This design comes from an exercise in tuning for small area, a short achievable clock period and few clock cycles per item on the open sky130 flow, not from production work. Only simulation tests tie the RTL to the original design; equivalence was not proved.

main:
==> module chacha_round, before the edit <==
module chacha_round (
  input  wire          clk,
  input  wire          start,                 
  input  wire          busy,                  
  input  wire          last,                  
  input  wire  [511:0] new_state,             
  input  wire  [511:0] init_state,            
  input  wire  [511:0] data_in,
  output logic [511:0] data_out
);
  logic [511:0] work_state;
  logic [511:0] step_state;                   
  logic [511:0] head_in;
  logic [511:0] head_state;                   
  logic [511:0] final_state;                  
  logic [127:0] tail_qi [4];
  logic [127:0] tail_qo [4];
  logic [127:0] head_qi [4];
  logic [127:0] head_qo [4];
  always_comb
  begin
    for (int g = 0; g < 4; g++)
      for (int r = 0; r < 4; r++)
        tail_qi[g][127 - 32 * r -: 32] = work_state[32 * (4 * r + g) +: 32];
  end
  for (genvar g = 0; g < 4; g++)
  begin : g_tail
    chacha_qr_tail u_qr (
      .in  (tail_qi[g]),
      .out (tail_qo[g])
    );
  end
  always_comb
  begin
    for (int g = 0; g < 4; g++)
      for (int r = 0; r < 4; r++)
        step_state[32 * (4 * r + g) +: 32] = tail_qo[(r - g + 4) % 4][127 - 32 * r -: 32];
  end
  always_comb
  begin
    head_in = start ? new_state : step_state;
    if (busy && last)
      head_in[32 * 4 +: 128] = init_state[0 +: 128];
  end
  always_comb
  begin
    for (int g = 0; g < 4; g++)
      for (int r = 0; r < 4; r++)
        head_qi[g][127 - 32 * r -: 32] = head_in[32 * (4 * r + g) +: 32];
  end
  for (genvar g = 0; g < 4; g++)
  begin : g_head
    chacha_qr_head u_qr (
      .in  (head_qi[g]),
      .out (head_qo[g])
    );
  end
  always_comb
  begin
    for (int g = 0; g < 4; g++)
      for (int r = 0; r < 4; r++)
        head_state[32 * (4 * r + g) +: 32] = head_qo[g][127 - 32 * r -: 32];
  end
  chacha_finalize u_finalize (
    .init_state  (init_state),
    .work_state  (step_state),
    .sum_row0    (head_state[0 +: 128]),
    .data_in     (data_in),
    .final_state (final_state)
  );
  always_ff @(posedge clk)
  begin
    if (busy && last)
      work_state <= final_state;
    else if (start || busy)
      work_state <= head_state;
  end
  always_comb
  begin
    for (int i = 0; i < 16; i++)
      data_out[511 - 32 * i -: 32] = {work_state[32 * i +: 8], work_state[32 * i + 8 +: 8],
                                      work_state[32 * i + 16 +: 8], work_state[32 * i + 24 +: 8]};
  end
endmodule
==> module chacha_finalize, before the edit <==
module chacha_finalize (
  input  wire  [511:0] init_state,
  input  wire  [511:0] work_state,
  input  wire  [127:0] sum_row0,              
  input  wire  [511:0] data_in,
  output logic [511:0] final_state
);
  function automatic logic [31:0] byte_swap(input logic [31:0] w);
    byte_swap = {w[7:0], w[15:8], w[23:16], w[31:24]};
  endfunction
  for (genvar i = 0; i < 4; i++)
  begin : g_row0
    assign final_state[32 * i +: 32] = sum_row0[32 * i +: 32] ^ byte_swap(data_in[511 - 32 * i -: 32]);
  end
  for (genvar i = 4; i < 16; i++)
  begin : g_word
    logic [31:0] sum;
    chacha_add #(.ARCH(1)) u_add (.a(init_state[32 * i +: 32]), .b(work_state[32 * i +: 32]), .s(sum));
    assign final_state[32 * i +: 32] = sum ^ byte_swap(data_in[511 - 32 * i -: 32]);
  end
endmodule
==> flow/config.mk <==
export PLATFORM = sky130hd
export DESIGN_NAME = chacha_core
export DESIGN_NICKNAME = chacha_core
export VERILOG_FILES = /design/flow/design.v
export SDC_FILE = /design/flow/constraint.sdc
export NUM_CORES = 4
export LEC_CHECK = 0
export ABC_AREA = 1
export CAP_MARGIN = 20
export CORE_MARGIN = 2
export CORE_UTILIZATION = 35
export PLACE_DENSITY = 0.55
export SETUP_SLACK_MARGIN = 1.5
export SLEW_MARGIN = 20
==> flow/constraint.sdc <==
create_clock -name core_clock -period 13.0 [get_ports {clk}]
set_input_delay 2.6000 -clock core_clock [delete_from_list [all_inputs] [get_ports {clk}]]
set_output_delay 2.6000 -clock core_clock [all_outputs]
set_load 0.01 [all_outputs]
standard.sh (not shown) runs the stock make flow with config.mk's settings and CLKGATE_MAP_FILE= SYNTH_SCRIPT=/design/flow/synth_recipe.tcl, a recipe that flattens the netlist after the stock synthesis.
==> flow/flow/run.sh <==
#!/bin/bash
# The standard layout, with the port buffers that buffer_ports inserts made
# from the smallest buffer (sky130_fd_sc_hd__buf_1) instead of its default
# delay buffer. Every port still gets its own buffer; repair_design resizes
# them where a load needs more drive. make's full output goes to flow.log.
set -euo pipefail
export BUFFER_PORTS_ARGS="-buffer_cell sky130_fd_sc_hd__buf_1"
bash standard.sh > flow.log 2>&1
Testbench counts of main, summed over its fixed seeds: cycles 5,913, blocks 369.
The inputs of the feature branch differ from those of main as listed below.
--- a/flow/design.v
+++ b/flow/design.v
@@ -227,10 +227,5 @@
         step_state[32 * (4 * r + g) +: 32] = tail_qo[(r - g + 4) % 4][127 - 32 * r -: 32];
   end
-  always_comb
-  begin
-    head_in = start ? new_state : step_state;
-    if (busy && last)
-      head_in[32 * 4 +: 128] = init_state[0 +: 128];
-  end
+  assign head_in = start ? new_state : step_state;
   always_comb
   begin
@@ -255,5 +250,4 @@
     .init_state  (init_state),
     .work_state  (step_state),
-    .sum_row0    (head_state[0 +: 128]),
     .data_in     (data_in),
     .final_state (final_state)
@@ -279,5 +273,4 @@
   input  wire  [511:0] init_state,
   input  wire  [511:0] work_state,
-  input  wire  [127:0] sum_row0,              
   input  wire  [511:0] data_in,
   output logic [511:0] final_state
@@ -286,9 +279,5 @@
     byte_swap = {w[7:0], w[15:8], w[23:16], w[31:24]};
   endfunction
-  for (genvar i = 0; i < 4; i++)
-  begin : g_row0
-    assign final_state[32 * i +: 32] = sum_row0[32 * i +: 32] ^ byte_swap(data_in[511 - 32 * i -: 32]);
-  end
-  for (genvar i = 4; i < 16; i++)
+  for (genvar i = 0; i < 16; i++)
   begin : g_word
     logic [31:0] sum;
## What came out
Looking at the feature branch and main, the wire length of the first global-routing pass is a wash.
main -> the feature branch: cell depth of the worst flop-to-flop path decreased slightly
Of the feature branch and main, the feature branch shows the lower minimum hold slack, with main above it.
On the feature branch: sum of met2 wire segment lengths after detailed routing is 3900 um lower than what main gave.
Cmp the feature branch and main / register share of the cell area / lower: main
[diff] total half-perimeter wirelength after legalization and detailed placement, the feature branch relative to main: regression
Total wire length after detailed routing: main vs the feature branch, no meaningful difference
Design area (the feature branch vs. main) decreases slightly
Testbench counts of the feature branch, summed over its fixed seeds: cycles 5,913, blocks 369.

==> port drivers added, routing unchanged <==
The flow's constraints put no driver on any port. The routed layouts listed below were extracted and timed again, unchanged, in two steps. Step 1, drivers: a clkbuf_16 drives clk and a buf_2 each remaining input, both assumed. Step 2 adds t to the input delays and takes it off the output delays; t is the mean of the earliest and latest rising clock arrival at the registers after step 1. Input paths then give back, and output paths get back, about the clock's delay inside the block. a / b / c = ideal ports / drivers / drivers and shift; a / b = the first two.
run	t (ns)	slack for setup (ns)	worst register clock-pin slew, ns	worst data-port slew with drivers (ns)
main	0.936	1.706 / 1.706 / 1.706	0.08 / 0.08	0.16
the feature branch	0.926	1.816 / 1.816 / 1.816	0.08 / 0.08	0.31
After both steps every run listed still meets setup and hold.
